This design comes from an exercise in tuning for a short achievable clock period and few clock cycles per item on the open sky130 flow, not from production work. Function was checked by simulation only, so behaviour that the tests miss may differ from the original. No driver is modelled on the clock port, so clocking that relies on it looks cheaper here than on a real chip. Power is estimated from default activity; no workload was simulated.

<file path="flow/config.mk">
export PLATFORM = sky130hd
export DESIGN_NAME = cpu_top
export DESIGN_NICKNAME = cpu_top
export VERILOG_FILES = /design/flow/design.v
export SDC_FILE = /design/flow/constraint.sdc
export NUM_CORES = 4
export LEC_CHECK = 0
export CAP_MARGIN = 20
export CELL_PAD_IN_SITES_DETAIL_PLACEMENT = 1
export CELL_PAD_IN_SITES_GLOBAL_PLACEMENT = 2
export CORE_MARGIN = 2
export CORE_UTILIZATION = 30
export PLACE_DENSITY = 0.5
export SLEW_MARGIN = 20
export SYNTH_HIERARCHICAL = 1
</file>
<file path="flow/design.v">
`timescale 1ns/1ps
package cpu_pkg;
	localparam int xlen = 32;
	localparam int reg_addr_w = 5;
	localparam logic [5:0] op_special = 6'h00;
	localparam logic [5:0] op_regimm  = 6'h01;
	localparam logic [5:0] op_j       = 6'h02;
	localparam logic [5:0] op_jal     = 6'h03;
	localparam logic [5:0] op_beq     = 6'h04;
	localparam logic [5:0] op_bne     = 6'h05;
	localparam logic [5:0] op_blez    = 6'h06;
	localparam logic [5:0] op_bgtz    = 6'h07;
	localparam logic [5:0] op_addiu   = 6'h09;
	localparam logic [5:0] op_slti    = 6'h0a;
	localparam logic [5:0] op_sltiu   = 6'h0b;
	localparam logic [5:0] op_andi    = 6'h0c;
	localparam logic [5:0] op_ori     = 6'h0d;
	localparam logic [5:0] op_xori    = 6'h0e;
	localparam logic [5:0] op_lui     = 6'h0f;
	localparam logic [5:0] op_lb      = 6'h20;
	localparam logic [5:0] op_lh      = 6'h21;
	localparam logic [5:0] op_lw      = 6'h23;
	localparam logic [5:0] op_lbu     = 6'h24;
	localparam logic [5:0] op_lhu     = 6'h25;
	localparam logic [5:0] op_sb      = 6'h28;
	localparam logic [5:0] op_sh      = 6'h29;
	localparam logic [5:0] op_sw      = 6'h2b;
	localparam logic [5:0] fn_sll  = 6'h00;
	localparam logic [5:0] fn_srl  = 6'h02;
	localparam logic [5:0] fn_sra  = 6'h03;
	localparam logic [5:0] fn_sllv = 6'h04;
	localparam logic [5:0] fn_srlv = 6'h06;
	localparam logic [5:0] fn_srav = 6'h07;
	localparam logic [5:0] fn_addu = 6'h21;
	localparam logic [5:0] fn_subu = 6'h23;
	localparam logic [5:0] fn_and  = 6'h24;
	localparam logic [5:0] fn_or   = 6'h25;
	localparam logic [5:0] fn_xor  = 6'h26;
	localparam logic [5:0] fn_nor  = 6'h27;
	localparam logic [5:0] fn_slt  = 6'h2a;
	localparam logic [5:0] fn_sltu = 6'h2b;
	localparam logic [4:0] rt_bltz = 5'd0;  
	localparam logic [4:0] rt_bgez = 5'd1;
	localparam logic [3:0] alu_add  = 4'd0;
	localparam logic [3:0] alu_sub  = 4'd1;
	localparam logic [3:0] alu_slt  = 4'd2;
	localparam logic [3:0] alu_sltu = 4'd3;
	localparam logic [3:0] alu_and  = 4'd4;
	localparam logic [3:0] alu_or   = 4'd5;
	localparam logic [3:0] alu_xor  = 4'd6;
	localparam logic [3:0] alu_nor  = 4'd7;
	localparam logic [3:0] alu_sll  = 4'd8;
	localparam logic [3:0] alu_srl  = 4'd9;
	localparam logic [3:0] alu_sra  = 4'd10;
	localparam logic [3:0] alu_lui  = 4'd11;
	localparam logic [1:0] wb_alu  = 2'd0;
	localparam logic [1:0] wb_mem  = 2'd1;
	localparam logic [1:0] wb_link = 2'd2;
	localparam logic [1:0] size_byte = 2'd0;
	localparam logic [1:0] size_half = 2'd1;
	localparam logic [1:0] size_word = 2'd2;
	localparam logic [2:0] br_none = 3'd0;
	localparam logic [2:0] br_eq   = 3'd1;
	localparam logic [2:0] br_ne   = 3'd2;
	localparam logic [2:0] br_gez  = 3'd3;
	localparam logic [2:0] br_gtz  = 3'd4;
	localparam logic [2:0] br_lez  = 3'd5;
	localparam logic [2:0] br_ltz  = 3'd6;
	localparam logic [2:0] br_jump = 3'd7;
endpackage
`timescale 1ns/1ps
module reg_file (
	input  logic        aclk,
	input  logic [31:0] rsel0,
	input  logic [31:0] rsel1,
	output logic [31:0] rdata0,
	output logic [31:0] rdata1,
	input  logic [31:0] we,
	input  logic [31:0] wdata
);
	logic [31:0] regs [1:31];
	always_ff @(posedge aclk)
	begin
		for (int i = 1; i < 32; i++)
			if (we[i])
				regs[i] <= wdata;
	end
	always_comb
	begin
		rdata0 = 32'd0;
		rdata1 = 32'd0;
		for (int i = 1; i < 32; i++)
		begin
			rdata0 = rdata0 | (regs[i] & {32{rsel0[i]}});
			rdata1 = rdata1 | (regs[i] & {32{rsel1[i]}});
		end
	end
endmodule
`timescale 1ns/1ps
module alu (
	input  logic [12:0] cls,
	input  logic        shamt_var,
	input  logic [31:0] rs_val,
	input  logic [31:0] rt_val,
	input  logic [31:0] op_b,        
	input  logic [15:0] imm,
	input  logic [4:0]  shamt,
	input  logic [31:0] link,
	output logic [31:0] sum,
	output logic [31:0] result
);
	logic [32:0] diff;
	logic        lt_signed;
	logic        lt_unsigned;
	logic [4:0]  sa;
	logic [31:0] sll_r;
	logic [31:0] srl_r;
	logic [31:0] sra_r;
	fast_add i_sum (
		.a    (rs_val),
		.b    (op_b),
		.cin  (1'b0),
		.s    (sum),
		.cout ()
	);
	fast_add i_diff (
		.a    (rs_val),
		.b    (~op_b),
		.cin  (1'b1),
		.s    (diff[31:0]),
		.cout (diff[32])
	);
	assign lt_unsigned = !diff[32];
	assign lt_signed   = (rs_val[31] != op_b[31]) ? rs_val[31] : diff[31];
	assign sa    = shamt_var ? rs_val[4:0] : shamt;
	assign sll_r = rt_val << sa;
	assign srl_r = rt_val >> sa;
	assign sra_r = srl_r | ({32{rt_val[31]}} & ~(32'hffffffff >> sa));
	always_comb
	begin
		result = ({32{cls[0]}} & sum)
			| ({32{cls[1]}} & diff[31:0])
			| ({32{cls[2]}} & {31'd0, lt_signed})
			| ({32{cls[3]}} & {31'd0, lt_unsigned})
			| ({32{cls[4]}} & (rs_val & op_b))
			| ({32{cls[5]}} & (rs_val | op_b))
			| ({32{cls[6]}} & (rs_val ^ op_b))
			| ({32{cls[7]}} & ~(rs_val | op_b))
			| ({32{cls[8]}} & {imm, 16'h0000})
			| ({32{cls[9]}} & sll_r)
			| ({32{cls[10]}} & srl_r)
			| ({32{cls[11]}} & sra_r)
			| ({32{cls[12]}} & link);
	end
endmodule
module fast_add #(
	parameter int W = 32,
	parameter int L = 5      
) (
	input  logic [W-1:0] a,
	input  logic [W-1:0] b,
	input  logic         cin,
	output logic [W-1:0] s,
	output logic         cout
);
	logic [W-1:0] g [0:L];
	logic [W-1:0] p [0:L];
	logic [W:0]   c;
	assign g[0] = a & b;
	assign p[0] = a ^ b;
	for (genvar l = 0; l < L; l++)
	begin : g_lvl
		for (genvar i = 0; i < W; i++)
		begin : g_bit
			if (i >= (1 << l))
			begin : g_op
				assign g[l+1][i] = g[l][i] | (p[l][i] & g[l][i-(1<<l)]);
				assign p[l+1][i] = p[l][i] & p[l][i-(1<<l)];
			end
			else
			begin : g_pass
				assign g[l+1][i] = g[l][i];
				assign p[l+1][i] = p[l][i];
			end
		end
	end
	assign c[0] = cin;
	for (genvar i = 0; i < W; i++)
	begin : g_c
		assign c[i+1] = g[L][i] | (p[L][i] & cin);
	end
	assign s    = p[0] ^ c[W-1:0];
	assign cout = c[W];
endmodule
`timescale 1ns/1ps
import cpu_pkg::*;
module mem_lane (
	input  logic [1:0]  mem_size,
	input  logic        load_unsigned,
	input  logic [1:0]  addr_low,
	input  logic [31:0] rt_val,
	input  logic [31:0] data_rdata,
	output logic [3:0]  data_be,
	output logic [31:0] data_wdata,
	output logic [31:0] load_value
);
	logic [7:0]  byte_sel;
	logic [15:0] half_sel;
	always_comb
	begin
		case (mem_size)
			size_byte:
			begin
				data_be    = 4'b0001 << addr_low;
				data_wdata = {4{rt_val[7:0]}};
			end
			size_half:
			begin
				data_be    = addr_low[1] ? 4'b1100 : 4'b0011;  
				data_wdata = {2{rt_val[15:0]}};
			end
			default:
			begin
				data_be    = 4'b1111;
				data_wdata = rt_val;
			end
		endcase
	end
	assign byte_sel = data_rdata[8*addr_low +: 8];
	assign half_sel = addr_low[1] ? data_rdata[31:16] : data_rdata[15:0];
	always_comb
	begin
		case (mem_size)
			size_byte: load_value = {{24{!load_unsigned & byte_sel[7]}}, byte_sel};
			size_half: load_value = {{16{!load_unsigned & half_sel[15]}}, half_sel};
			default:   load_value = data_rdata;
		endcase
	end
endmodule
`timescale 1ns/1ps
import cpu_pkg::*;
module inst_decode_core (
	input  logic [31:0] inst,
	output logic [31:0] rs_oh,       
	output logic [31:0] rt_oh,
	output logic        uses_rs,
	output logic        uses_rt,
	output logic [31:0] dst_oh,      
	output logic [4:0]  dest,
	output logic        wen,
	output logic [12:0] cls,         
	output logic        use_imm,
	output logic        imm_zext,
	output logic        shamt_var,
	output logic        is_load,
	output logic        is_store,
	output logic [1:0]  mem_size,
	output logic        load_unsigned,
	output logic [5:0]  br,          
	output logic        is_cbr
);
	logic [5:0] opcode;
	logic [5:0] funct;
	logic [4:0] rs;
	logic [4:0] rt;
	logic [4:0] rd;
	logic       imm_alu;
	logic       write;
	assign opcode = inst[31:26];
	assign rs     = inst[25:21];
	assign rt     = inst[20:16];
	assign rd     = inst[15:11];
	assign funct  = inst[5:0];
	assign imm_alu = opcode == op_addiu || opcode == op_slti || opcode == op_sltiu
		|| opcode == op_andi || opcode == op_ori || opcode == op_xori || opcode == op_lui;
	assign is_load  = opcode == op_lb || opcode == op_lbu || opcode == op_lh
		|| opcode == op_lhu || opcode == op_lw;
	assign is_store = opcode == op_sb || opcode == op_sh || opcode == op_sw;
	localparam int c_add = 0, c_sub = 1, c_slt = 2, c_sltu = 3, c_and = 4, c_or = 5,
		c_xor = 6, c_nor = 7, c_lui = 8, c_sll = 9, c_srl = 10, c_sra = 11, c_link = 12;
	always_comb
	begin
		cls     = 13'd0;
		write   = 1'b0;
		dest    = rd;
		br      = 6'd0;
		uses_rs = 1'b0;
		uses_rt = 1'b0;
		case (opcode)
			op_special:
			begin
				write   = 1'b1;
				uses_rs = 1'b1;
				uses_rt = 1'b1;
				case (funct)
					fn_sll:  begin cls[c_sll] = 1'b1; uses_rs = 1'b0; end
					fn_srl:  begin cls[c_srl] = 1'b1; uses_rs = 1'b0; end
					fn_sra:  begin cls[c_sra] = 1'b1; uses_rs = 1'b0; end
					fn_sllv: cls[c_sll]  = 1'b1;
					fn_srlv: cls[c_srl]  = 1'b1;
					fn_srav: cls[c_sra]  = 1'b1;
					fn_addu: cls[c_add]  = 1'b1;
					fn_subu: cls[c_sub]  = 1'b1;
					fn_and:  cls[c_and]  = 1'b1;
					fn_or:   cls[c_or]   = 1'b1;
					fn_xor:  cls[c_xor]  = 1'b1;
					fn_nor:  cls[c_nor]  = 1'b1;
					fn_slt:  cls[c_slt]  = 1'b1;
					fn_sltu: cls[c_sltu] = 1'b1;
					default:
					begin
						write   = 1'b0;
						uses_rs = 1'b0;
						uses_rt = 1'b0;
					end
				endcase
			end
			op_regimm:
			begin
				if (rt == rt_bltz)
					br[4] = 1'b1;
				else if (rt == rt_bgez)
					br[5] = 1'b1;
				uses_rs = br[4] | br[5];
			end
			op_jal:
			begin
				write       = 1'b1;
				dest        = 5'd31;
				cls[c_link] = 1'b1;
			end
			op_beq:   begin br[0] = 1'b1; uses_rs = 1'b1; uses_rt = 1'b1; end
			op_bne:   begin br[1] = 1'b1; uses_rs = 1'b1; uses_rt = 1'b1; end
			op_blez:  begin br[2] = 1'b1; uses_rs = 1'b1; end
			op_bgtz:  begin br[3] = 1'b1; uses_rs = 1'b1; end
			op_addiu: cls[c_add]  = 1'b1;
			op_slti:  cls[c_slt]  = 1'b1;
			op_sltiu: cls[c_sltu] = 1'b1;
			op_andi:  cls[c_and]  = 1'b1;
			op_ori:   cls[c_or]   = 1'b1;
			op_xori:  cls[c_xor]  = 1'b1;
			op_lui:   cls[c_lui]  = 1'b1;
			default: ;
		endcase
		if (imm_alu || is_load)
		begin
			write = 1'b1;
			dest  = rt;
		end
		if ((imm_alu && opcode != op_lui) || is_load || is_store)
			uses_rs = 1'b1;
		if (is_store)
			uses_rt = 1'b1;
	end
	assign is_cbr        = |br;
	assign use_imm       = imm_alu | is_load | is_store;
	assign imm_zext      = opcode == op_andi || opcode == op_ori || opcode == op_xori;
	assign shamt_var     = funct[2];  
	assign wen           = write && dest != 5'd0;
	assign mem_size      = opcode[1] ? size_word : (opcode[0] ? size_half : size_byte);
	assign load_unsigned = opcode[2];
	always_comb
	begin
		for (int i = 0; i < 32; i++)
		begin
			rs_oh[i]  = (i != 0) && rs == 5'(i);
			rt_oh[i]  = (i != 0) && rt == 5'(i);
			dst_oh[i] = wen && dest == 5'(i);
		end
	end
endmodule
module inst_decoder (
	input  logic        sel_a,
	input  logic [31:0] inst_a,
	input  logic [31:0] inst_b,
	output logic [31:0] rs_oh,
	output logic [31:0] rt_oh,
	output logic        uses_rs,
	output logic        uses_rt,
	output logic [31:0] dst_oh,
	output logic [4:0]  dest,
	output logic        wen,
	output logic [12:0] cls,
	output logic        use_imm,
	output logic        imm_zext,
	output logic        shamt_var,
	output logic        is_load,
	output logic        is_store,
	output logic [1:0]  mem_size,
	output logic        load_unsigned,
	output logic [5:0]  br,
	output logic        is_cbr
);
	localparam int dw = 32 * 3 + 2 + 5 + 1 + 13 + 3 + 2 + 2 + 1 + 6 + 1;
	logic [dw-1:0] da;
	logic [dw-1:0] db;
	inst_decode_core i_a (
		.inst (inst_a),
		.rs_oh (da[31:0]), .rt_oh (da[63:32]), .uses_rs (da[64]), .uses_rt (da[65]),
		.dst_oh (da[97:66]), .dest (da[102:98]), .wen (da[103]), .cls (da[116:104]),
		.use_imm (da[117]), .imm_zext (da[118]), .shamt_var (da[119]), .is_load (da[120]),
		.is_store (da[121]), .mem_size (da[123:122]), .load_unsigned (da[124]),
		.br (da[130:125]), .is_cbr (da[131])
	);
	inst_decode_core i_b (
		.inst (inst_b),
		.rs_oh (db[31:0]), .rt_oh (db[63:32]), .uses_rs (db[64]), .uses_rt (db[65]),
		.dst_oh (db[97:66]), .dest (db[102:98]), .wen (db[103]), .cls (db[116:104]),
		.use_imm (db[117]), .imm_zext (db[118]), .shamt_var (db[119]), .is_load (db[120]),
		.is_store (db[121]), .mem_size (db[123:122]), .load_unsigned (db[124]),
		.br (db[130:125]), .is_cbr (db[131])
	);
	assign {is_cbr, br, load_unsigned, mem_size, is_store, is_load, shamt_var, imm_zext,
		use_imm, cls, wen, dest, dst_oh, uses_rt, uses_rs, rt_oh, rs_oh} = sel_a ? da : db;
endmodule
`timescale 1ns/1ps
import cpu_pkg::*;
module pc_sequencer #(
	parameter logic [31:0] reset_pc = 32'hbfc00000
) (
	input  logic        aclk,
	input  logic        areset_n,
	output logic [31:0] inst_addr,
	input  logic [31:0] inst_rdata,
	input  logic        fire,         
	input  logic        x_redirect,   
	input  logic [31:0] x_target,
	output logic        head_valid,
	output logic        head_load,    
	output logic [31:0] nh_word,
	output logic        nh_from_bus,  
	output logic [31:0] q1_w,
	output logic [31:0] nh_pc,
	output logic [31:0] nh_pc4,
	output logic [31:0] nh_bt,        
	output logic        nh_pred,
	output logic        nh_btb,       
	output logic [1:0]  nh_btb_idx,
	input  logic        bt_install,   
	input  logic [31:0] bt_pc,
	input  logic [31:0] bt_target,
	input  logic        bt_drop,      
	input  logic [1:0]  bt_idx
);
	logic [31:0] fa;
	logic        fa_live;
	logic        f2_v;
	logic [31:0] f2_pc;
	logic [31:0] f2_pc4;
	logic [13:0] f2_hi_m1;
	logic [13:0] f2_hi_p1;
	logic [1:0]  cnt;
	logic [31:0] q1_word, q2_word;
	logic [31:0] q1_pc, q2_pc;
	logic [31:0] q1_pc4;
	logic [31:0] q1_bt;
	logic        q1_pred, q2_pred;
	logic        q1_btb, q2_btb;
	logic [1:0]  q1_bidx, q2_bidx;
	logic        f2_btb;
	logic [1:0]  f2_bidx;
	logic [3:0]  bt_v;
	logic [29:0] bt_tag [0:3];
	logic [29:0] bt_tgt [0:3];
	logic [1:0]  bt_ptr;
	logic        bu_install;
	logic        bu_drop;
	logic [29:0] bu_pc;
	logic [29:0] bu_tgt;
	logic [1:0]  bu_idx;
	logic [3:0]  bt_hitv;
	logic        bt_hit;
	logic [29:0] bt_hit_tgt;
	logic [1:0]  bt_hit_idx;
	logic        pred_s;
	logic [31:0] fa4;
	logic [31:0] w;
	logic [5:0]  op;
	logic        is_j;
	logic        is_cbr;
	logic        sure_t;
	logic        sure_n;
	logic        pred;
	logic        f2_redir;
	logic [31:0] jt;
	logic [16:0] bt_lo;
	logic [13:0] bt_hi;
	logic [31:0] bt;
	logic        enq;
	logic [1:0]  rem;
	logic [1:0]  cnt_n;
	logic        f2_v_n;
	logic        live_nr;
	logic [31:0] fa_n;
	assign inst_addr = fa;
	assign fa4       = fa + 32'd4;
	assign w      = inst_rdata;
	assign op     = w[31:26];
	assign is_j   = op == op_j || op == op_jal;
	assign is_cbr = (op == op_regimm && w[20:17] == 4'd0) || op == op_beq || op == op_bne
		|| op == op_blez || op == op_bgtz;
	assign sure_t = (op == op_beq && w[25:21] == w[20:16])
		|| ((op == op_blez || (op == op_regimm && w[16])) && w[25:21] == 5'd0);
	assign sure_n = (op == op_bne && w[25:21] == w[20:16])
		|| ((op == op_bgtz || (op == op_regimm && !w[16])) && w[25:21] == 5'd0);
	assign pred_s = is_cbr && (sure_t || (!sure_n && w[15]));
	assign pred   = f2_btb || pred_s;
	always_comb
	begin
		bt_hit_tgt = 30'd0;
		bt_hit_idx = 2'd0;
		for (int i = 0; i < 4; i++)
		begin
			bt_hitv[i] = bt_v[i] && bt_tag[i] == fa[31:2];
			bt_hit_tgt = bt_hit_tgt | (bt_tgt[i] & {30{bt_hitv[i]}});
			bt_hit_idx = bt_hit_idx | (2'(i) & {2{bt_hitv[i]}});
		end
		bt_hit = |bt_hitv;
	end
	assign jt    = {f2_pc4[31:28], w[25:0], 2'b00};
	fast_add #(
		.W (16),
		.L (4)
	) i_bt_lo (
		.a    (f2_pc4[17:2]),
		.b    (w[15:0]),
		.cin  (1'b0),
		.s    (bt_lo[15:0]),
		.cout (bt_lo[16])
	);
	assign bt_hi = w[15] ? (bt_lo[16] ? f2_pc4[31:18] : f2_hi_m1)
	                     : (bt_lo[16] ? f2_hi_p1 : f2_pc4[31:18]);
	assign bt    = {bt_hi, bt_lo[15:0], 2'b00};
	assign f2_redir = f2_v && !f2_btb && (is_j || pred_s);
	assign head_valid = cnt != 2'd0;
	assign enq        = f2_v && !x_redirect;
	assign rem        = cnt - {1'b0, fire};
	assign cnt_n      = x_redirect ? 2'd0 : rem + {1'b0, enq};
	assign f2_v_n     = fa_live && !x_redirect && !f2_redir;
	assign live_nr    = ({1'b0, rem} + {2'b00, f2_v} + {2'b00, fa_live && !f2_redir}) <= 3'd2;
	assign head_load = (fire && cnt[1]) || (rem == 2'd0 && f2_v);
	assign nh_word   = (rem == 2'd0) ? w : q1_word;
	assign nh_from_bus = rem == 2'd0;
	assign q1_w      = q1_word;
	assign nh_pc     = (rem == 2'd0) ? f2_pc : q1_pc;
	assign q1_pc4    = q1_pc + 32'd4;
	assign q1_bt     = q1_pc4 + {{14{q1_word[15]}}, q1_word[15:0], 2'b00};
	assign nh_pc4    = (rem == 2'd0) ? f2_pc4 : q1_pc4;
	assign nh_bt     = (rem == 2'd0) ? bt : q1_bt;
	assign nh_pred   = (rem == 2'd0) ? pred : q1_pred;
	assign nh_btb    = (rem == 2'd0) ? f2_btb : q1_btb;
	assign nh_btb_idx = (rem == 2'd0) ? f2_bidx : q1_bidx;
	always_comb
	begin
		if (x_redirect)
			fa_n = x_target;
		else if (f2_redir)
			fa_n = is_j ? jt : bt;
		else if (fa_live)
			fa_n = bt_hit ? {bt_hit_tgt, 2'b00} : fa4;
		else
			fa_n = fa;
	end
	always_ff @(posedge aclk)
	begin
		f2_pc    <= fa;
		f2_pc4   <= fa4;
		f2_hi_m1 <= fa4[31:18] - 14'd1;
		f2_hi_p1 <= fa4[31:18] + 14'd1;
		if (fire)
		begin
			q1_word <= q2_word;
			q1_pc   <= q2_pc;
			q1_pred <= q2_pred;
			q1_btb  <= q2_btb;
			q1_bidx <= q2_bidx;
		end
		if (rem == 2'd1)
		begin
			q1_word <= w;
			q1_pc   <= f2_pc;
			q1_pred <= pred;
			q1_btb  <= f2_btb;
			q1_bidx <= f2_bidx;
		end
		if (rem == 2'd2)
		begin
			q2_word <= w;
			q2_pc   <= f2_pc;
			q2_pred <= pred;
			q2_btb  <= f2_btb;
			q2_bidx <= f2_bidx;
		end
		f2_bidx <= bt_hit_idx;
		bu_pc  <= bt_pc[31:2];
		bu_tgt <= bt_target[31:2];
		bu_idx <= bt_idx;
		if (bu_install)
		begin
			bt_tag[bt_ptr] <= bu_pc;
			bt_tgt[bt_ptr] <= bu_tgt;
		end
		if (!areset_n)
		begin
			fa      <= reset_pc;
			fa_live <= 1'b1;
			f2_v    <= 1'b0;
			cnt     <= 2'd0;
			f2_btb  <= 1'b0;
			bt_v    <= 4'd0;
			bu_install <= 1'b0;
			bu_drop <= 1'b0;
			bt_ptr  <= 2'd0;
		end
		else
		begin
			fa      <= fa_n;
			fa_live <= x_redirect || live_nr;
			f2_v    <= f2_v_n;
			cnt     <= cnt_n;
			f2_btb  <= fa_live && bt_hit && !x_redirect && !f2_redir;
			bu_install <= bt_install;
			bu_drop    <= bt_drop;
			if (bu_drop)
				bt_v[bu_idx] <= 1'b0;
			if (bu_install)
			begin
				bt_v[bt_ptr] <= 1'b1;
				bt_ptr       <= bt_ptr + 2'd1;
			end
		end
	end
endmodule
`timescale 1ns/1ps
import cpu_pkg::*;
module cpu_top #(
	parameter logic [31:0] reset_pc = 32'hbfc00000
) (
	input  logic        aclk,
	input  logic        areset_n,
	output logic [31:0] inst_addr,
	input  logic [31:0] inst_rdata,
	output logic        data_en,
	output logic        data_we,
	output logic [3:0]  data_be,
	output logic [31:0] data_addr,
	output logic [31:0] data_wdata,
	input  logic [31:0] data_rdata,
	output logic        retire_valid,
	output logic [31:0] retire_pc,
	output logic        wb_en,
	output logic [4:0]  wb_addr,
	output logic [31:0] wb_data
);
	logic        head_valid;
	logic        head_load;
	logic [31:0] nh_word;
	logic        nh_from_bus;
	logic [31:0] q1_w;
	logic [31:0] nh_pc;
	logic [31:0] nh_pc4;
	logic [31:0] nh_bt;
	logic [31:0] h_bt;
	logic        nh_pred;
	logic        nh_btb;
	logic [1:0]  nh_btb_idx;
	logic        h_btb;
	logic [1:0]  h_btb_idx;
	logic        h_is_j;
	logic        bt_install;
	logic        bt_drop;
	logic [31:0] bt_target;
	logic [31:0] x_wmask;
	logic        fire;
	logic        x_redirect;
	logic [31:0] x_target;
	logic [31:0] d_rs_oh, d_rt_oh, d_dst_oh;
	logic        d_uses_rs, d_uses_rt;
	logic [4:0]  d_dest;
	logic        d_wen;
	logic [12:0] d_cls;
	logic        d_use_imm, d_imm_zext, d_shamt_var;
	logic        d_is_load, d_is_store;
	logic [1:0]  d_size;
	logic        d_ld_unsigned;
	logic [5:0]  d_br;
	logic        d_is_cbr;
	logic [31:0] h_word;
	logic [31:0] h_pc;
	logic [31:0] h_pc4;
	logic        h_pred;
	logic [31:0] h_rs_oh, h_rt_oh, h_dst_oh;
	logic        h_uses_rs, h_uses_rt;
	logic [4:0]  h_dest;
	logic        h_wen;
	logic [12:0] h_cls;
	logic        h_use_imm, h_imm_zext, h_shamt_var;
	logic        h_is_load, h_is_store;
	logic [1:0]  h_size;
	logic        h_ld_unsigned;
	logic [5:0]  h_br;
	logic        h_is_cbr;
	logic [31:0] rs_val, rt_val;
	logic [31:0] rsel0, rsel1;
	logic [31:0] rf_rs, rf_rt;
	logic [31:0] op_rs, op_rt;
	logic [31:0] ld_q;
	logic        nu_imm;
	logic        xm_ok;
	logic        a_m, a_w, a_r, b_m, b_w, b_r;
	logic        sa_m, sa_w, sa_r, sa_o;
	logic        st_m, st_w, st_r, st_o;
	logic        sb_m, sb_w, sb_r, sb_o, sb_i;
	logic [31:0] ext_imm;
	logic [31:0] op_b;
	logic [31:0] m_wmask;
	logic [31:0] w_wmask;
	logic [31:0] w_we;
	logic [31:0] w_wdata;
	logic [31:0] sum, result;
	logic [3:0]  st_be;
	logic [31:0] st_wdata;
	logic [31:0] unused_lv;
	logic [31:0] pend;
	logic        stall;
	logic [31:0] pend_a;
	logic        stall_a, stall_b, stall_c;
	logic        eq, neg, zero, taken;
	logic [31:0] btarget;
	logic        m_valid;
	logic [31:0] m_pc;
	logic        m_wen;
	logic [4:0]  m_dest;
	logic [31:0] m_result;
	logic        m_is_load;
	logic [1:0]  m_size;
	logic        m_ld_unsigned;
	logic [1:0]  m_alow;
	logic [31:0] m_ld_oh;
	logic        w_valid;
	logic [31:0] w_pc;
	logic        w_wen;
	logic [4:0]  w_dest;
	logic [31:0] w_result;
	logic        w_is_load;
	logic [1:0]  w_size;
	logic        w_ld_unsigned;
	logic [1:0]  w_alow;
	logic [31:0] w_ld_oh;
	logic [31:0] load_value;
	logic [3:0]  unused_be;
	logic [31:0] unused_wd;
	pc_sequencer #(
		.reset_pc (reset_pc)
	) i_pc_sequencer (
		.aclk       (aclk),
		.areset_n   (areset_n),
		.inst_addr  (inst_addr),
		.inst_rdata (inst_rdata),
		.fire       (fire),
		.x_redirect (x_redirect),
		.x_target   (x_target),
		.head_valid (head_valid),
		.head_load  (head_load),
		.nh_word    (nh_word),
		.nh_from_bus (nh_from_bus),
		.q1_w       (q1_w),
		.nh_pc      (nh_pc),
		.nh_pc4     (nh_pc4),
		.nh_bt      (nh_bt),
		.nh_pred    (nh_pred),
		.nh_btb     (nh_btb),
		.nh_btb_idx (nh_btb_idx),
		.bt_install (bt_install),
		.bt_pc      (h_pc),
		.bt_target  (bt_target),
		.bt_drop    (bt_drop),
		.bt_idx     (h_btb_idx)
	);
	inst_decoder i_inst_decoder (
		.sel_a         (nh_from_bus),
		.inst_a        (inst_rdata),
		.inst_b        (q1_w),
		.rs_oh         (d_rs_oh),
		.rt_oh         (d_rt_oh),
		.uses_rs       (d_uses_rs),
		.uses_rt       (d_uses_rt),
		.dst_oh        (d_dst_oh),
		.dest          (d_dest),
		.wen           (d_wen),
		.cls           (d_cls),
		.use_imm       (d_use_imm),
		.imm_zext      (d_imm_zext),
		.shamt_var     (d_shamt_var),
		.is_load       (d_is_load),
		.is_store      (d_is_store),
		.mem_size      (d_size),
		.load_unsigned (d_ld_unsigned),
		.br            (d_br),
		.is_cbr        (d_is_cbr)
	);
	always_ff @(posedge aclk)
	begin
		if (head_load)
		begin
			h_word        <= nh_word;
			h_pc          <= nh_pc;
			h_pc4         <= nh_pc4;
			h_bt          <= nh_bt;
			h_pred        <= nh_pred;
			h_btb         <= nh_btb;
			h_btb_idx     <= nh_btb_idx;
			h_is_j        <= nh_word[31:27] == 5'b00001;
			h_rs_oh       <= d_rs_oh;
			h_rt_oh       <= d_rt_oh;
			h_dst_oh      <= d_dst_oh;
			h_uses_rs     <= d_uses_rs;
			h_uses_rt     <= d_uses_rt;
			h_dest        <= d_dest;
			h_wen         <= d_wen;
			h_cls         <= d_cls;
			h_use_imm     <= d_use_imm;
			h_imm_zext    <= d_imm_zext;
			h_shamt_var   <= d_shamt_var;
			h_is_load     <= d_is_load;
			h_is_store    <= d_is_store;
			h_size        <= d_size;
			h_ld_unsigned <= d_ld_unsigned;
			h_br          <= d_br;
			h_is_cbr      <= d_is_cbr;
		end
	end
	assign rsel0  = d_rs_oh;
	assign rsel1  = d_rt_oh;
	assign nu_imm = head_load ? d_use_imm : h_use_imm;
	assign xm_ok  = fire && !h_is_load;
	assign a_m = head_load && xm_ok && |(d_rs_oh & h_dst_oh);
	assign a_w = head_load ? |(d_rs_oh & m_wmask) : |(h_rs_oh & m_wmask);
	assign a_r = head_load ? |(d_rs_oh & w_we) : |(h_rs_oh & w_we);
	assign b_m = head_load && xm_ok && |(d_rt_oh & h_dst_oh);
	assign b_w = head_load ? |(d_rt_oh & m_wmask) : |(h_rt_oh & m_wmask);
	assign b_r = head_load ? |(d_rt_oh & w_we) : |(h_rt_oh & w_we);
	always_ff @(posedge aclk)
	begin
		op_rs <= head_load ? rf_rs : rs_val;
		op_rt <= head_load ? rf_rt : rt_val;
		ld_q  <= w_wdata;
		sa_m  <= a_m;
		sa_w  <= !a_m && a_w;
		sa_r  <= !a_m && !a_w && a_r;
		sa_o  <= !a_m && !a_w && !a_r;
		st_m  <= b_m;
		st_w  <= !b_m && b_w;
		st_r  <= !b_m && !b_w && b_r;
		st_o  <= !b_m && !b_w && !b_r;
		sb_m  <= !nu_imm && b_m;
		sb_w  <= !nu_imm && !b_m && b_w;
		sb_r  <= !nu_imm && !b_m && !b_w && b_r;
		sb_o  <= !nu_imm && !b_m && !b_w && !b_r;
		sb_i  <= nu_imm;
	end
	assign ext_imm = {{16{!h_imm_zext & h_word[15]}}, h_word[15:0]};
	assign rs_val = ({32{sa_m}} & m_result) | ({32{sa_w}} & w_result)
		| ({32{sa_r}} & ld_q) | ({32{sa_o}} & op_rs);
	assign rt_val = ({32{st_m}} & m_result) | ({32{st_w}} & w_result)
		| ({32{st_r}} & ld_q) | ({32{st_o}} & op_rt);
	assign op_b   = ({32{sb_m}} & m_result) | ({32{sb_w}} & w_result)
		| ({32{sb_r}} & ld_q) | ({32{sb_o}} & op_rt) | ({32{sb_i}} & ext_imm);
	reg_file i_reg_file (
		.aclk    (aclk),
		.rsel0   (rsel0),
		.rsel1   (rsel1),
		.rdata0  (rf_rs),
		.rdata1  (rf_rt),
		.we      (w_we),
		.wdata   (w_wdata)
	);
	alu i_alu (
		.cls       (h_cls),
		.shamt_var (h_shamt_var),
		.rs_val    (rs_val),
		.rt_val    (rt_val),
		.op_b      (op_b),
		.imm       (h_word[15:0]),
		.shamt     (h_word[10:6]),
		.link      (h_pc4),
		.sum       (sum),
		.result    (result)
	);
	assign pend  = m_ld_oh | w_ld_oh;
	assign x_wmask = h_dst_oh & {32{fire && !h_is_load}};
	assign pend_a  = (h_is_load ? h_dst_oh : 32'd0) | (m_ld_oh & (h_is_load ? 32'hffffffff : ~h_dst_oh));
	assign stall_a = (d_uses_rs && |(d_rs_oh & pend_a)) || (d_uses_rt && |(d_rt_oh & pend_a));
	assign stall_b = (d_uses_rs && |(d_rs_oh & m_ld_oh)) || (d_uses_rt && |(d_rt_oh & m_ld_oh));
	assign stall_c = (h_uses_rs && |(h_rs_oh & m_ld_oh)) || (h_uses_rt && |(h_rt_oh & m_ld_oh));
	always_ff @(posedge aclk)
	begin
		if (head_load)
			stall <= fire ? stall_a : stall_b;
		else
			stall <= stall_c;
	end
	assign fire  = head_valid && !stall;
	assign eq    = rs_val == rt_val;
	assign neg   = rs_val[31];
	assign zero  = rs_val == 32'd0;
	assign taken = (h_br[0] && eq) || (h_br[1] && !eq) || (h_br[2] && (neg || zero))
		|| (h_br[3] && !neg && !zero) || (h_br[4] && neg) || (h_br[5] && !neg);
	assign btarget    = h_bt;
	assign x_redirect = fire && h_is_cbr && (taken != h_pred);
	assign x_target   = taken ? btarget : h_pc4;
	assign bt_target  = h_is_j ? {h_pc4[31:28], h_word[25:0], 2'b00} : btarget;
	assign bt_install = fire && !h_btb && (h_is_j || (h_is_cbr && taken));
	assign bt_drop    = fire && h_btb && h_is_cbr && !taken;
	mem_lane i_st_lane (
		.mem_size      (h_size),
		.load_unsigned (h_ld_unsigned),
		.addr_low      (sum[1:0]),
		.rt_val        (rt_val),
		.data_rdata    (32'd0),
		.data_be       (st_be),
		.data_wdata    (st_wdata),
		.load_value    (unused_lv)
	);
	always_ff @(posedge aclk)
	begin
		m_pc          <= h_pc;
		m_wen         <= h_wen;
		m_dest        <= h_dest;
		m_result      <= result;
		m_is_load     <= h_is_load;
		m_size        <= h_size;
		m_ld_unsigned <= h_ld_unsigned;
		m_alow        <= sum[1:0];
		data_addr     <= {sum[31:2], 2'b00};
		data_be       <= st_be;
		data_wdata    <= st_wdata;
		if (!areset_n)
		begin
			m_valid <= 1'b0;
			m_ld_oh <= 32'd0;
			m_wmask <= 32'd0;
			data_en <= 1'b0;
			data_we <= 1'b0;
		end
		else
		begin
			m_valid <= fire;
			m_ld_oh <= (fire && h_is_load) ? h_dst_oh : 32'd0;
			m_wmask <= x_wmask;
			data_en <= fire && (h_is_load || h_is_store);
			data_we <= fire && h_is_store;
		end
	end
	always_ff @(posedge aclk)
	begin
		w_pc          <= m_pc;
		w_wen         <= m_wen;
		w_dest        <= m_dest;
		w_result      <= m_result;
		w_is_load     <= m_is_load;
		w_size        <= m_size;
		w_ld_unsigned <= m_ld_unsigned;
		w_alow        <= m_alow;
		if (!areset_n)
		begin
			w_valid <= 1'b0;
			w_ld_oh <= 32'd0;
			w_wmask <= 32'd0;
		end
		else
		begin
			w_valid <= m_valid;
			w_ld_oh <= m_ld_oh & ~x_wmask;
			w_wmask <= m_wmask;
		end
	end
	mem_lane i_ld_lane (
		.mem_size      (w_size),
		.load_unsigned (w_ld_unsigned),
		.addr_low      (w_alow),
		.rt_val        (32'd0),
		.data_rdata    (data_rdata),
		.data_be       (unused_be),
		.data_wdata    (unused_wd),
		.load_value    (load_value)
	);
	assign w_we    = w_wmask | w_ld_oh;
	assign w_wdata = w_is_load ? load_value : w_result;
	always_ff @(posedge aclk)
	begin
		retire_pc <= w_pc;
		wb_addr   <= w_dest;
		wb_data   <= w_wdata;
		if (!areset_n)
		begin
			retire_valid <= 1'b0;
			wb_en        <= 1'b0;
		end
		else
		begin
			retire_valid <= w_valid;
			wb_en        <= w_valid && w_wen;
		end
	end
endmodule
</file>
<file path="flow/constraint.sdc">
create_clock -name core_clock -period 16.0 [get_ports {aclk}]
set_input_delay 3.2000 -clock core_clock [delete_from_list [all_inputs] [get_ports {aclk}]]
set_output_delay 3.2000 -clock core_clock [all_outputs]
set_load 0.01 [all_outputs]
</file>
<file path="flow/flow/knobs.sh">
MARGIN=11.5
TNS=10
MAXIT=400
PORTBUF=sky130_fd_sc_hd__buf_6
EXTRA=""
</file>
<file path="flow/flow/run.sh">
#!/bin/bash
set -euo pipefail
source flow/knobs.sh
RT=$PWD/flow/rt.tcl
bash standard.sh SETUP_SLACK_MARGIN=$MARGIN TNS_END_PERCENT=$TNS RT_MAX_ITER=$MAXIT \
  PRE_FLOORPLAN_TCL=$RT PRE_CTS_TCL=$RT PRE_GLOBAL_ROUTE_TCL=$RT \
  "BUFFER_PORTS_ARGS=-buffer_cell $PORTBUF" $EXTRA finish > standard.log 2>&1
</file>
<file path="flow/flow/rt.tcl">
# Sourced by ORFS's PRE_FLOORPLAN, PRE_CTS and PRE_GLOBAL_ROUTE hooks: the same
# repair_timing_helper as ORFS's util.tcl, with a cap on repair_timing's
# iterations, since the setup margin the flow asks for may not be reachable.
proc repair_timing_helper { args } {
  set additional_args {}
  append_env_var additional_args SETUP_SLACK_MARGIN -setup_margin 1
  append_env_var additional_args HOLD_SLACK_MARGIN -hold_margin 1
  append_env_var additional_args SETUP_MOVE_SEQUENCE -sequence 1
  append_env_var additional_args TNS_END_PERCENT -repair_tns 1
  append_env_var additional_args SKIP_PIN_SWAP -skip_pin_swap 0
  append_env_var additional_args SKIP_GATE_CLONING -skip_gate_cloning 0
  append_env_var additional_args SKIP_BUFFER_REMOVAL -skip_buffer_removal 0
  append_env_var additional_args SKIP_LAST_GASP -skip_last_gasp 0
  append_env_var additional_args SKIP_VT_SWAP -skip_vt_swap 0
  append_env_var additional_args SKIP_CRIT_VT_SWAP -skip_crit_vt_swap 0
  append_env_var additional_args MATCH_CELL_FOOTPRINT -match_cell_footprint 0
  append_env_var additional_args RT_MAX_ITER -max_iterations 1
  lappend additional_args {*}$args -verbose

  log_cmd repair_timing {*}$additional_args
}
</file>
<file path="flow/standard.sh">
#!/bin/bash
# synth_recipe.tcl (not shown) runs the flow's synth.tcl, then flattens the netlist and writes it again
# the make line also repeats each setting of config.mk as NAME=value (left out here)
make -C /OpenROAD-flow-scripts/flow DESIGN_CONFIG=/design/flow/config.mk WORK_HOME=/design/flow/orfs CLKGATE_MAP_FILE= SYNTH_SCRIPT=/design/flow/synth_recipe.tcl "${@:-finish}"
</file>
==> flow_summary_export.csv, run 1 <==
group,metric,value,unit
sta,skew,0.0714,ns
cts,cts.sinks,2323,
routing,firstDrtPassIters,9,
routing,via_per_inst,6.11,
place,dpl.hpwl,374000,µm
grt,grt_first_pass_wirelength,774000,µm
cts,clock_latency,0.93,ns
worst_setup_path,start_kind,"primary input",
sta,tightest_slew,1.14,ns
logic_synthesis,syn_inst,9038,
routing,post_drt_wl_per_cell,40.6,µm
worst_setup_path,r2r_end,"m_result[30]",
finish,top_regs,"i_reg_file.regs x992, i_pc_sequencer.bt_tag x120, i_pc_sequencer.bt_tgt x120",
finish,syn2layout_area_growth,18.6,%
flow_run,cap_violations,0,
worst_setup_path,reg2regPathDepth,16,
grt,grt_usage,0.299,
worst_setup_path,critPathSlowestCell,"mux2_2",
die,die_area,0.374,mm²
run_status,status,"no timing/DRC/antenna violations",
logic_synthesis,syn_area_per_cell,12.2,µm²
finish,fin_area,0.131,mm²
sta,finalHoldViolCount,0,
sta,fin_crit,5.22,ns
cts,clk_pin_slew,0.06,ns
sta,tns,0,ns
place,io_buffers,236,
pwr,power.density,277,mW/mm²
sta,min_period_over_period,0.326,
worst_setup_path,crit_buf_inv,1,
finish,drive_above_1_share,0.209,
routing,dr_total_vias,87900,
grt,grt_start_max_net_pins,105,
worst_setup_path,critPathKind,"in2reg",
sta,max_freq,192,MHz
sta,report.final.setup_viol,0,
finish,largest_register_ffs,992,
worst_setup_path,worst_setup_path_end_kind,"flip-flop",
worst_setup_path,worstPathArrival,6.03,ns
logic_synthesis,yosys_warnings,19,
worst_setup_path,crit_path_cell_trace,"buf_6, nand2b_2, nor3_4, mux2_2, a22oi_1, nand4_1, o311a_1, a21oi_2, and3_1",
place,gp_congestion,0.941,
min_path,hold_path_end,"retire_pc[1]",
logic_synthesis,syn_area,0.111,mm²
cts,cts_tree,"yes",
grt,grt_pass1_vias,87300,
routing,drc,0,
pwr,power.leakage,45.8,nW
die,rows,223,
die,core_area,0.368,mm²
finish,nets,9555,
sta,slew_violations,0,
sta,hold_slack,0.308,ns
grt,overflow,0,
pwr,ir_drop,0.319,mV
sta,layout_setup_ws,10.78,ns
place,dpl-instance-area,0.118,mm²
finish,largest-register,"i_reg_file.regs",
worst_setup_path,r2r-start,"sb_m",
min_path,hp-class,"reg2reg",
worst_setup_path,reg2reg_slack,10.93,ns
pwr,p_total,36.4,mW
sta,rsz0062_at_grt,"yes",
cts,numCtsBuffers,284,
die,ios,239,
die,die_width,611,µm
routing,drt-initial-drc-count,11200,
min_path,hold_start,"w_pc[1]",
worst_setup_path,required,16.81,ns
sta,slew_headroom,0.238,
cts,holdBufCountCts,0,
worst_setup_path,cpPeakStageDelay,0.79,ns
worst_setup_path,cp_max_fo,15,
routing,ant_nets,0,
min_path,min_path_cells,0,
worst_setup_path,cp_top_family,"simple AND/OR/NAND/NOR gates",
grt,antenna_found_initial,50,
routing,wirelength,584000,µm
die,start_util,0.301,
finish,n_fill_cell,38700,
die,die_h,611,µm
place,place_worst_setup_slack,9.18,ns
[placed cells by master (no fill, tap or decap), types with 40 or more instances in the layout]
cell and instances:
nand2_1 619, buf_6 261, clkinv_1 44, a22oi_1 1075, o211ai_1 62, mux2_4 161, a21o_1 46, a211oi_1 65
a221oi_2 77, a221oi_1 48, buf_12 41, edfxtp_1 1626, inv_1 144, or2_2 75, nand3_1 278, nor2b_1 68
xor2_1 73, nand4_1 248, or4_4 65, a222oi_1 107, a22o_1 202, clkbuf_16 300, o22ai_1 40, nor4_1 43
ha_1 170, a221o_1 42, nor3_1 106, nor2_1 426, and2_1 129, a21oi_1 228, xnor2_1 217, dfxtp_1 684
mux2_2 266, mux2i_1 119, buf_4 220, o21ai_0 146, clkbuf_1 70
[layout make-up]
class / count / area [µm²] / share of cell area
antenna: 13 / 32.5 / 0.000248
clock buffer: 388 / 7920 / 0.0603
clock inverter: 129 / 1270 / 0.00967
inverter: 150 / 588 / 0.00448
multi-input combinational: 5963 / 46100 / 0.351
sequential: 2323 / 62800 / 0.478
tap: 4837 / 6050 / 0.0461
timing repair buffer: 572 / 6540 / 0.0498
[stage by stage]
| step | cells | util |
|---|---|---|
| after global routing | 14400 | 0.357 |
| after global placement | 13700 | 0.321 |
| after CTS | 14300 | 0.352 |
| after detailed placement | 13700 | 0.321 |
| after floorplan | 9047 | - |
| final | 14400 | 0.357 |
[worst max path at each step]
| stage | slack (ns) | cells past startpoint | to | start |
|---|---|---|---|---|
| floorplan | 8.95 | 16 | sa_r | i_pc_sequencer.cnt[1] |
| global placement | 9.08 | 11 | i_pc_sequencer.fa[30] | inst_rdata[29] |
| detailed placement | 9.18 | 10 | op_rt[11] | inst_rdata[20] |
| CTS | 10.81 | 14 | op_rt[1] | inst_rdata[18] |
| global route | 10.82 | 16 | i_pc_sequencer.fa[29] | inst_rdata[3] |
| finish | 10.78 | 9 | sa_r | inst_rdata[22] |
[routing by layer]
| metal | vias up | wire, µm | part of all wire | GRT usage |
|---|---|---|---|---|
| met2 | 4255 | 254000 | 0.43 | 0.456 |
| met5 | - | 65 | 0.00011 | 0 |
| met1 | 46400 | 262000 | 0.45 | 0.427 |
| li1 | 36200 | - | - | - |
| met4 | 10 | 23200 | 0.040 | 0.0982 |
| met3 | 988 | 44800 | 0.077 | 0.0496 |
[timing repair]
item,CTS,global route
pin swaps,39,65
setup buffers,44,53
resized for setup,317,167
cloned,11,15
setup endpoints to repair,921,1072
[power by group]
part / switching (mW) / internal [mW]
Sequential: 1.69 / 8.93
Combinational: 12.8 / 6.45
Clock: 2.73 / 3.77
Total: 17.2 / 19.2
Testbench counts, summed over its fixed seeds: cycles 41,212, instrs 35,347.
==> inputs of run 2 (changes only) <==
--- a/flow/design.v
+++ b/flow/design.v
@@ -371,6 +371,7 @@
 endmodule
 module inst_decoder (
 	input  logic        sel_a,
+	input  logic        en,          
 	input  logic [31:0] inst_a,
 	input  logic [31:0] inst_b,
 	output logic [31:0] rs_oh,
@@ -410,8 +411,21 @@
 		.is_store (db[121]), .mem_size (db[123:122]), .load_unsigned (db[124]),
 		.br (db[130:125]), .is_cbr (db[131])
 	);
+	logic [63:0] unused_oh;
+	logic [4:0]  rs_f;
+	logic [4:0]  rt_f;
 	assign {is_cbr, br, load_unsigned, mem_size, is_store, is_load, shamt_var, imm_zext,
-		use_imm, cls, wen, dest, dst_oh, uses_rt, uses_rs, rt_oh, rs_oh} = sel_a ? da : db;
+		use_imm, cls, wen, dest, dst_oh, uses_rt, uses_rs, unused_oh} = sel_a ? da : db;
+	assign rs_f = sel_a ? inst_a[25:21] : inst_b[25:21];
+	assign rt_f = sel_a ? inst_a[20:16] : inst_b[20:16];
+	always_comb
+	begin
+		for (int i = 0; i < 32; i++)
+		begin
+			rs_oh[i] = en && (i != 0) && rs_f == 5'(i);
+			rt_oh[i] = en && (i != 0) && rt_f == 5'(i);
+		end
+	end
 endmodule
 `timescale 1ns/1ps
 import cpu_pkg::*;
@@ -779,6 +793,7 @@
 	);
 	inst_decoder i_inst_decoder (
 		.sel_a         (nh_from_bus),
+		.en            (head_load),
 		.inst_a        (inst_rdata),
 		.inst_b        (q1_w),
 		.rs_oh         (d_rs_oh),
@@ -842,8 +857,8 @@
 	assign b_r = head_load ? |(d_rt_oh & w_we) : |(h_rt_oh & w_we);
 	always_ff @(posedge aclk)
 	begin
-		op_rs <= head_load ? rf_rs : rs_val;
-		op_rt <= head_load ? rf_rt : rt_val;
+		op_rs <= rf_rs | (rs_val & {32{!head_load}});
+		op_rt <= rf_rt | (rt_val & {32{!head_load}});
 		ld_q  <= w_wdata;
 		sa_m  <= a_m;
 		sa_w  <= !a_m && a_w;
@@ -991,7 +1006,8 @@
 	begin
 		retire_pc <= w_pc;
 		wb_addr   <= w_dest;
-		wb_data   <= w_wdata;
+		if (w_valid && w_wen)
+			wb_data <= w_wdata;
 		if (!areset_n)
 		begin
 			retire_valid <= 1'b0;
==> flow/config.mk (replaced) <==
export PLATFORM = sky130hd
export DESIGN_NAME = cpu_top
export DESIGN_NICKNAME = cpu_top
export VERILOG_FILES = /design/flow/design.v
export SDC_FILE = /design/flow/constraint.sdc
export NUM_CORES = 4
export LEC_CHECK = 0
export CAP_MARGIN = 20
export CORE_MARGIN = 2
export CORE_UTILIZATION = 30
export GPL_ROUTABILITY_DRIVEN = 1
export PLACE_DENSITY = 0.42
export SLEW_MARGIN = 20
export SYNTH_HIERARCHICAL = 1
==> run 2 against run 1 <==
Count of clock-buffer cells in the layout fell by 4. Non-clock buffer count rose by 16. Setup slack improved by 0.044 ns. Critical path type unchanged. Global-route usage fell by 1.9 points. Critical endpoint is now op_rt[2]. Combinational power fell by 11%. Final area fell by 0.76%. Clock skew rose by 0.025 ns. Synthesized cell count fell by 1.5%. Register-to-register slack got worse by 0.06 ns. Core utilization barely moved. Fmax rose by 0.85%.
==> flow_summary_export.csv, run 2 <==
group,metric,value,unit
worst_setup_path,cp_max_fo,11,
routing,drt-initial-drc-count,11900,
sta,slew_headroom,0.161,
sta,tightest_slew,1.26,ns
pwr,p_sw_frac,0.465,
worst_setup_path,cpPeakStageDelay,0.68,ns
worst_setup_path,critPathSlowestCell,"or4_1",
routing,firstDrtPassIters,7,
sta,report.final.setup_viol,0,
cts,cts_tree,"yes",
worst_setup_path,critPathKind,"in2reg",
sta,layout_setup_ws,10.83,ns
place,place_inst,13600,
cts,holdBufCountCts,0,
pwr,p_comb_frac,0.504,
routing,ant_nets,0,
min_path,hp-class,"reg2reg",
sta,rsz0062_at_grt,"yes",
cts,cts.sinks,2355,
finish,final_cell_mix,"1658 x edfxtp_1, 1091 x a22oi_1, 672 x dfxtp_1, 577 x nand2_1, 343 x nor2_1",
grt,grt_usage,0.280,
finish,largest-register,"i_reg_file.regs",
min_path,min_path_cells,0,
cts,clk_pin_slew,0.06,ns
place,gp_congestion,0.944,
sta,fin_crit,5.17,ns
finish,syn2layout_area_growth,18.6,%
grt,grt_start_max_net_pins,117,
die,ios,239,
sta,tns,0,ns
grt,overflow,0,
place,dpl.hpwl,353000,µm
finish,top_regs,"i_reg_file.regs x992, i_pc_sequencer.bt_tag x120, i_pc_sequencer.bt_tgt x120",
worst_setup_path,crit_path_cell_trace,"buf_16, mux2_4, o211ai_1, buf_4, nor2_4, buf_12, buf_4, a22oi_1, nand4_1, or4_1, a21o_1",
worst_setup_path,cp_top_family,"simple AND/OR/NAND/NOR gates",
routing,drc,0,
pwr,p_seq_frac,0.313,
flow_run,cap_violations,0,
min_path,hold_path_end,"w_ld_unsigned",
sta,finalHoldViolCount,0,
logic_synthesis,syn_area,0.110,mm²
cts,clock_latency,0.95,ns
die,rows,222,
die,die_width,609,µm
logic_synthesis,yosys_warnings,20,
die,core_area,0.365,mm²
finish,drive_above_1_share,0.201,
place,dpl-instance-area,0.118,mm²
sta,hold_slack,0.321,ns
die,die_h,609,µm
finish,nets,9445,
place,place_worst_setup_slack,8.98,ns
worst_setup_path,reg2reg_slack,10.87,ns
place,io_buffers,236,
routing,dr_total_vias,87100,
die,start_util,0.301,
finish,stdcell_count,14200,
min_path,hold_start,"m_ld_unsigned",
pwr,p_total,34.0,mW
pwr,power.leakage,45.8,nW
finish,final_common_cell,"edfxtp_1",
sta,max_freq,193,MHz
worst_setup_path,worstPathArrival,5.97,ns
pwr,power_switching,15.8,mW
cts,numCtsBuffers,276,
worst_setup_path,r2r_end,"m_result[30]",
worst_setup_path,reg2regPathDepth,16,
worst_setup_path,r2r-start,"sa_r",
worst_setup_path,start_kind,"primary input",
routing,wirelength,542000,µm
worst_setup_path,required,16.80,ns
worst_setup_path,worst_setup_path_end_kind,"flip-flop",
sta,skew,0.0963,ns
die,die_area,0.371,mm²
sta,slew_violations,0,
run_status,status,"no timing/DRC/antenna violations",
sta,min_period_over_period,0.323,
pwr,ir_drop,0.159,mV
pwr,internal-power,18.2,mW
grt,grt_pass1_vias,82200,
worst_setup_path,cp_common_cell,"buf_4",
logic_synthesis,syn_inst,8904,
grt,grt_first_pass_wirelength,724000,µm
worst_setup_path,crit_buf_inv,4,
pwr,p_clk_frac,0.183,
finish,fin_area,0.130,mm²
grt,antenna_found_initial,53,
routing,post_drt_wl_per_cell,38.1,µm
finish,largest_register_ffs,992,
logic_synthesis,syn_area_per_cell,12.3,µm²
pwr,power.density,261,mW/mm²
finish,fin_util,0.357,
routing,via_per_inst,6.12,
## run 2: power by group through the flow
stage | combinational, mW | clock, mW | sequential [mW]
2_1_floorplan | 9.74 | 0 | 9.79
3_3_place_gp | 16.1 | 0 | 10.7
3_5_place_dp | 16.0 | 0 | 10.7
4_1_cts | 16.5 | 6.35 | 10.6
5_1_grt | 17.9 | 6.57 | 10.7
6_report | 17.1 | 6.24 | 10.6
## run 2: worst reg2reg max path, delay by kind of cell (launching register included)
kind	cells	cell delay, ns
DFF	1	0.31
adders and majority gates	1	0.36
buffers and inverters	2	0.48
and+or+nand+nor	3	0.57
AOI/OAI and AO/OA	10	3.21
## run 2: worst max-delay path by stage
stage / startpoint / end / depth (start not counted)
after floorplan: i_pc_sequencer.cnt[1] / sa_o / 20
after global placement: inst_rdata[25] / sa_o / 12
after detailed placement: inst_rdata[25] / sa_r / 12
after CTS: inst_rdata[24] / op_rs[25] / 9
after global routing: inst_rdata[16] / op_rt[15] / 10
final: inst_rdata[20] / op_rt[2] / 11
## run 2: area by class of cell
cell class              instances  area, µm²
multi-input cells            5807      44600
clock inverters               117        987
repair buffers                588       6440
fillers                     35300     235000
inverters                     156        606
flip-flops and latches       2355      63800
well taps                    4816       6030
clock buffers                 384       7780
diodes                         22       55.1
## run 2: layer usage
layer  GRT usage  share of wire  up-vias
li1            -              -    36000
met5           0        0.00023        -
met2       0.432           0.44     5049
met4       0.122          0.052       20
met3      0.0618          0.090     1207
met1       0.376           0.42    44900
## run 2: what timing repair did
item / in CTS / in global routing
cloned: 11 / 7
gates resized for setup: 298 / 114
endpoints found under the setup margin: 954 / 1052
pin swaps: 53 / 40
buffers inserted: 66 / 49
Testbench counts of run 2, summed over its fixed seeds: cycles 41,212, instrs 35,347.
==> inputs of run 3 (changes only) <==
--- a/flow/config.mk
+++ b/flow/config.mk
@@ -6,9 +6,11 @@
 export NUM_CORES = 4
 export LEC_CHECK = 0
 export CAP_MARGIN = 20
+export CELL_PAD_IN_SITES_DETAIL_PLACEMENT = 1
+export CELL_PAD_IN_SITES_GLOBAL_PLACEMENT = 1
 export CORE_MARGIN = 2
-export CORE_UTILIZATION = 30
+export CORE_UTILIZATION = 40
 export GPL_ROUTABILITY_DRIVEN = 1
-export PLACE_DENSITY = 0.42
+export PLACE_DENSITY = 0.5
 export SLEW_MARGIN = 20
 export SYNTH_HIERARCHICAL = 1
==> run 3 against run 2 <==
Still clean. Final cell count down 8.1%. Register-to-register slack improved by 0.07 ns. Sequential share of layout area up 0.067 points. Global-route usage increased by 9.2 points. Flip-flop and latch count unchanged. Clock skew shrank 0.034 ns. Core utilization increased by 12 points. Die area decreased by 25%. Fmax about the same. Via count up 2.0%. Largest cell class unchanged. Largest power group unchanged.
==> flow_summary_export.csv, run 3 <==
group,metric,value,unit
run_status,status,"no timing/DRC/antenna violations",
sta,max_freq,193,MHz
sta,slew_headroom,0.253,
worst_setup_path,required,16.79,ns
pwr,internal-power,18.5,mW
worst_setup_path,critPathKind,"in2reg",
logic_synthesis,yosys_warnings,20,
routing,drc,0,
pwr,p_seq_frac,0.307,
routing,via_per_inst,6.79,
pwr,p_clk_frac,0.189,
worst_setup_path,critPathSlowestCell,"or4_1",
finish,largest-register,"i_reg_file.regs",
flow_run,cap_violations,0,
grt,grt_first_pass_wirelength,727000,µm
min_path,hp-class,"reg2reg",
sta,report.final.setup_viol,0,
logic_synthesis,syn_area,0.110,mm²
die,start_util,0.402,
sta,rsz0062_at_grt,"yes",
routing,wirelength,542000,µm
routing,drt-initial-drc-count,11800,
logic_synthesis,syn_inst,8904,
place,dpl.hpwl,348000,µm
cts,clock_latency,0.92,ns
pwr,power.density,265,mW/mm²
finish,fin_util,0.476,
worst_setup_path,cp_max_fo,33,
finish,final_common_cell,"edfxtp_1",
sta,finalHoldViolCount,0,
sta,min_period_over_period,0.323,
finish,syn2layout_area_growth,18.4,%
routing,post_drt_wl_per_cell,41.4,µm
sta,slew_violations,0,
finish,n_fill_cell,27600,
place,gp_congestion,0.978,
cts,numCtsBuffers,272,
worst_setup_path,cpPeakStageDelay,0.70,ns
finish,final_cell_mix,"1658 x edfxtp_1, 1076 x a22oi_1, 680 x dfxtp_1, 579 x nand2_1, 345 x nor2_1",
worst_setup_path,worst_setup_path_end_kind,"flip-flop",
sta,fin_crit,5.18,ns
die,rows,192,
grt,grt_start_max_net_pins,148,
cts,clk_pin_slew,0.06,ns
place,io_buffers,236,
pwr,p_comb_frac,0.504,
pwr,power.leakage,46.3,nW
cts,cts.sinks,2355,
grt,antenna_found_initial,64,
sta,skew,0.0623,ns
die,die_area,0.279,mm²
grt,grt_pass1_vias,87000,
worst_setup_path,crit_path_cell_trace,"buf_8, and3b_2, buf_4, nor2_4, nor3_4, buf_6, a22oi_1, nand4_1, or4_1, a21o_1",
die,die_width,528,µm
pwr,ir_drop,0.253,mV
logic_synthesis,syn_area_per_cell,12.3,µm²
worst_setup_path,start_kind,"primary input",
routing,ant_nets,0,
sta,tns,0,ns
finish,drive_above_1_share,0.208,
die,ios,239,
cts,cts_tree,"yes",
pwr,p_sw_frac,0.462,
routing,dr_total_vias,88900,
routing,firstDrtPassIters,9,
cts,holdBufCountCts,0,
finish,nets,9505,
pwr,power_switching,15.9,mW
grt,overflow,0,
worst_setup_path,worstPathArrival,5.96,ns
grt,grt_usage,0.372,
finish,largest_register_ffs,992,
sta,tightest_slew,1.12,ns
die,die_h,528,µm
finish,top_regs,"i_reg_file.regs x992, i_pc_sequencer.bt_tag x120, i_pc_sequencer.bt_tgt x120",
die,core_area,0.273,mm²
[run 3: cell types whose count changed in the layout (fill, tap and decap cells not counted), sizes merged, moves of 4 or more]
cell / before / now
buf: 571 / 636
bufbuf: 7 / 3
bufinv: 9 / 18
clkinv: 85 / 76
clkinvlp: 9 / 13
diode: 22 / 28
[run 3: final cells by class]
type,count,area (µm²),share of cell area
flip-flops and latches,2355,63800,0.490
well taps,3589,4490,0.0345
clock buffers,379,7930,0.0609
repair inverters,1,8.76,0.0000673
repair buffers,653,7190,0.0553
multi-input cells,5805,44700,0.343
inverters,156,606,0.00465
diodes,28,70.1,0.000538
clock inverters,119,1360,0.0104
[run 3: stage by stage]
step,instance area (µm²),total power [mW],hold WS (ns),std cells,setup slack (ns)
after global placement,117000,26.5,0.310,12400,9.25
after detailed placement,117000,26.7,0.313,12400,9.15
final,130000,34.5,0.323,13100,10.82
after global routing,130000,35.6,0.323,13100,10.85
after floorplan,110000,19.5,0.310,8910,7.71
after CTS,128000,33.7,0.316,13000,11.00
[run 3: path summary, 6_finish.rpt]
path                                     start            to  slack [ns]  depth (start not counted)
worst max-delay path            inst_rdata[19]     op_rt[24]       10.82                         10
worst min-delay path                   m_pc[3]       w_pc[3]        0.32                          0
worst max register to register            sb_o  m_result[31]       10.94                         17
worst min register to register         m_pc[3]       w_pc[3]        0.32                          0
[run 3: power groups by stage]
stage | sequential [mW] | combinational, mW | clock (mW)
after global routing | 10.7 | 18.1 | 6.80
after floorplan | 9.79 | 9.74 | 0
after CTS | 10.5 | 16.5 | 6.58
final | 10.6 | 17.4 | 6.50
after global placement | 10.6 | 15.9 | 0
after detailed placement | 10.6 | 16.0 | 0
[run 3: timing repair]
| action | CTS | global route |
|---|---|---|
| pin swaps | 56 | 74 |
| cloned | 10 | 13 |
| setup endpoints to repair | 932 | 1123 |
| resized for setup | 271 | 173 |
| setup buffers | 72 | 93 |
| endpoints found under the hold margin | 0 | 0 |
[run 3: critical path, delay by kind of cell]
family / cells / cell delay (ns)
simple gates: 5 / 1.73
buf+inv: 3 / 0.54
compound gates: 2 / 0.44
[run 3: metal layers]
metal  track usage  part of all wire  wire length, µm
met1         0.502              0.41           220000
met2         0.566              0.44           237000
met3        0.0851             0.099            53400
met5             0           0.00035              192
met4         0.171             0.057            30800
==> inputs of run 4 (changes only) <==
==> flow/flow/knobs.sh (replaced) <==
MARGIN=11.5
TNS=10
MAXIT=3000
PORTBUF=sky130_fd_sc_hd__buf_6
EXTRA=""
==> run 4 against run 3 <==
Still clean on timing, DRC and antenna. Critical path depth grew 3. Via count grew 2.3%. Clock skew grew 0.027 ns. Fmax shrank 0.71%. Routed wire length grew 4.7%. Critical path type unchanged. Critical endpoint is now op_rt[29]. Largest power group unchanged.
==> flow_summary_export.csv, run 4 <==
group,metric,value,unit
sta,min_period_over_period,0.326,
finish,stdcell_count,13300,
finish,nets,9761,
worst_setup_path,r2r-start,"st_w",
routing,via_per_inst,6.82,
sta,finalHoldViolCount,0,
logic_synthesis,yosys_warnings,20,
worst_setup_path,cp_top_family,"simple AND/OR/NAND/NOR gates",
sta,max_freq,192,MHz
cts,cts_tree,"yes",
logic_synthesis,syn_area,0.110,mm²
run_status,status,"no timing/DRC/antenna violations",
place,gp_congestion,0.952,
min_path,hold_start,"w_pc[1]",
grt,overflow,0,
sta,fin_crit,5.21,ns
place,dpl.hpwl,345000,µm
finish,syn2layout_area_growth,24.1,%
routing,post_drt_wl_per_cell,42.6,µm
routing,ant_nets,0,
finish,fin_util,0.499,
worst_setup_path,cp_max_fo,7,
sta,slew_violations,0,
die,die_h,528,µm
die,die_width,528,µm
routing,dr_total_vias,90900,
worst_setup_path,critPathSlowestCell,"or4_4",
min_path,min_path_cells,0,
routing,met3_length,53300,µm
min_path,hold_path_end,"retire_pc[1]",
die,start_util,0.402,
routing,firstDrtPassIters,9,
pwr,power.leakage,48.6,nW
worst_setup_path,cpPeakStageDelay,0.67,ns
min_path,hp-class,"reg2reg",
worst_setup_path,worstPathArrival,6.00,ns
worst_setup_path,crit_path_cell_trace,"buf_16, and3_4, o211ai_1, buf_4, buf_6, nor2_4, buf_12, buf_16, buf_12, a22oi_2, nand4_1, or4_4, a21o_1",
sta,tightest_slew,1.10,ns
worst_setup_path,reg2regPathDepth,17,
grt,grt_first_pass_wirelength,765000,µm
finish,drive_above_1_share,0.263,
worst_setup_path,crit_buf_inv,6,
place,dpl-instance-area,0.117,mm²
finish,largest-register,"i_reg_file.regs",
pwr,ir_drop,0.221,mV
cts,clock_latency,0.94,ns
worst_setup_path,r2r_end,"i_pc_sequencer.fa[11]",
sta,skew,0.0889,ns
worst_setup_path,start_kind,"primary input",
sta,hold_slack,0.322,ns
worst_setup_path,worst_setup_path_end_kind,"flip-flop",
sta,tns,0,ns
sta,report.final.setup_viol,0,
die,ios,239,
flow_run,cap_violations,0,
grt,grt_start_max_net_pins,123,
die,core_area,0.273,mm²
worst_setup_path,required,16.79,ns
sta,slew_headroom,0.261,
sta,rsz0062_at_grt,"yes",
finish,fin_area,0.136,mm²
grt,grt_usage,0.394,
place,io_buffers,236,
cts,clk_pin_slew,0.06,ns
cts,numCtsBuffers,270,
routing,top_layer,"met5",
finish,final_cell_mix,"1658 x edfxtp_1, 975 x a22oi_1, 681 x dfxtp_1, 558 x nand2_1, 378 x buf_4",
routing,drc,0,
pwr,power.density,259,mW/mm²
die,die_area,0.279,mm²
cts,holdBufCountCts,0,
routing,wirelength,567000,µm
grt,grt_pass1_vias,89600,
die,rows,192,
logic_synthesis,syn_area_per_cell,12.3,µm²
routing,drt-initial-drc-count,12600,
worst_setup_path,critPathKind,"in2reg",
cts,cts.sinks,2355,
worst_setup_path,reg2reg_slack,11.01,ns
logic_synthesis,syn_inst,8904,
grt,antenna_found_initial,54,
finish,n_fill_cell,27100,
finish,largest_register_ffs,992,
routing,dr_wl_met2,250000,µm
finish,final_common_cell,"edfxtp_1",
finish,top_regs,"i_reg_file.regs x992, i_pc_sequencer.bt_tag x120, i_pc_sequencer.bt_tgt x120",
routing,wl_met1,223000,µm
place,place_inst,12400,
## run 4: changes by cell type in the layout (fill, tap and decap cells not counted), moves of 17 or more
cell      previous run  this run
buf_16               7        75
nand2_1            579       558
buf_4              286       378
buf_12              59       124
a22oi_2             53       154
clkbuf_8            42        23
nand2_2             19        36
buf_8                7        27
a22oi_1           1076       975
or4_4               15        70
nor3_1             108        80
nor3_2               7        33
or4_1               62         7
## run 4: area by class of cell
class	count	area, µm²	area share
Multi-Input combinational cell	5809	47000	0.345
Tap cell	3589	4490	0.0329
Clock buffer	361	7560	0.0554
Inverter	156	606	0.00444
Timing Repair Buffer	908	11500	0.0843
Sequential cell	2355	63800	0.468
Clock inverter	128	1380	0.0101
Antenna cell	17	42.5	0.000312
## run 4: what timing repair did
item / in CTS / in global routing
setup buffers: 285 / 76
cloned: 78 / 3
pin swaps: 295 / 194
endpoints found under the setup margin: 998 / 1091
resized for setup: 829 / 278
## run 4: worst max-delay path by stage
stage | from | to | depth (start not counted)
finish | inst_rdata[18] | op_rt[29] | 13
global route | inst_rdata[18] | op_rt[9] | 12
CTS | inst_rdata[3] | i_pc_sequencer.fa[23] | 15
detailed placement | inst_rdata[26] | stall | 11
global placement | inst_rdata[26] | stall | 11
floorplan | i_pc_sequencer.cnt[1] | sa_o | 20
## run 4: stage by stage
| step | total power [mW] | setup slack, ns |
|---|---|---|
| after floorplan | 19.5 | 7.87 |
| after global placement | 26.4 | 8.97 |
| after detailed placement | 26.6 | 8.93 |
| after CTS | 34.4 | 10.98 |
| after global routing | 36.4 | 10.79 |
| final | 35.4 | 10.79 |
## run 4: power breakdown
part	leakage (nW)	internal (mW)	switching, mW	total (mW)
combinational	23.4	6.42	12.1	18.5
clock	4.37	3.65	2.72	6.37
sequential	20.8	8.99	1.50	10.5
total	48.6	19.1	16.3	35.4
## run 4: per-layer routing
| layer | up-vias | GRT usage |
|---|---|---|
| li1 | 36500 | - |
| met2 | 5525 | 0.600 |
| met5 | - | 0 |
| met3 | 1509 | 0.0826 |
| met4 | 16 | 0.237 |
| met1 | 47300 | 0.515 |

-- separate check: timing with driven ports --
Ports are ideal in the flow. The routed layouts listed here were re-timed in OpenROAD. Step 1 sets driving cells, clkbuf_16 on the clock port and buf_2 on the other inputs (assumed; they add their load-dependent delay and slew). Step 2, shift: input delay + t, output delay - t, t = (earliest + latest rising clock arrival at the registers) / 2. This alone moves slack from input paths to output paths. Three values: ideal ports, drivers, drivers and shift; two values: the first two.
run | t, ns | setup WS [ns] | hold slack, ns | worst setup path at the end | worst slew at a driven data input, ns
run 1 | 1.006 | 10.782 / 10.834 / 9.828 | 0.308 / 0.308 / 0.308 | input to register | 0.15
run 2 | 1.004 | 10.826 / 10.865 / 9.861 | 0.321 / 0.321 / 0.321 | input to register | 0.20
run 3 | 0.992 | 10.824 / 10.857 / 9.865 | 0.323 / 0.323 / 0.323 | input to register | 0.10
run 4 | 1.011 | 10.788 / 10.831 / 9.820 | 0.322 / 0.322 / 0.322 | input to register | 0.22
After both steps every run listed still meets setup and hold. For run 4, which loses most, drivers alone change the setup slack by +0.043 ns; drivers and shift together by -0.968 ns.
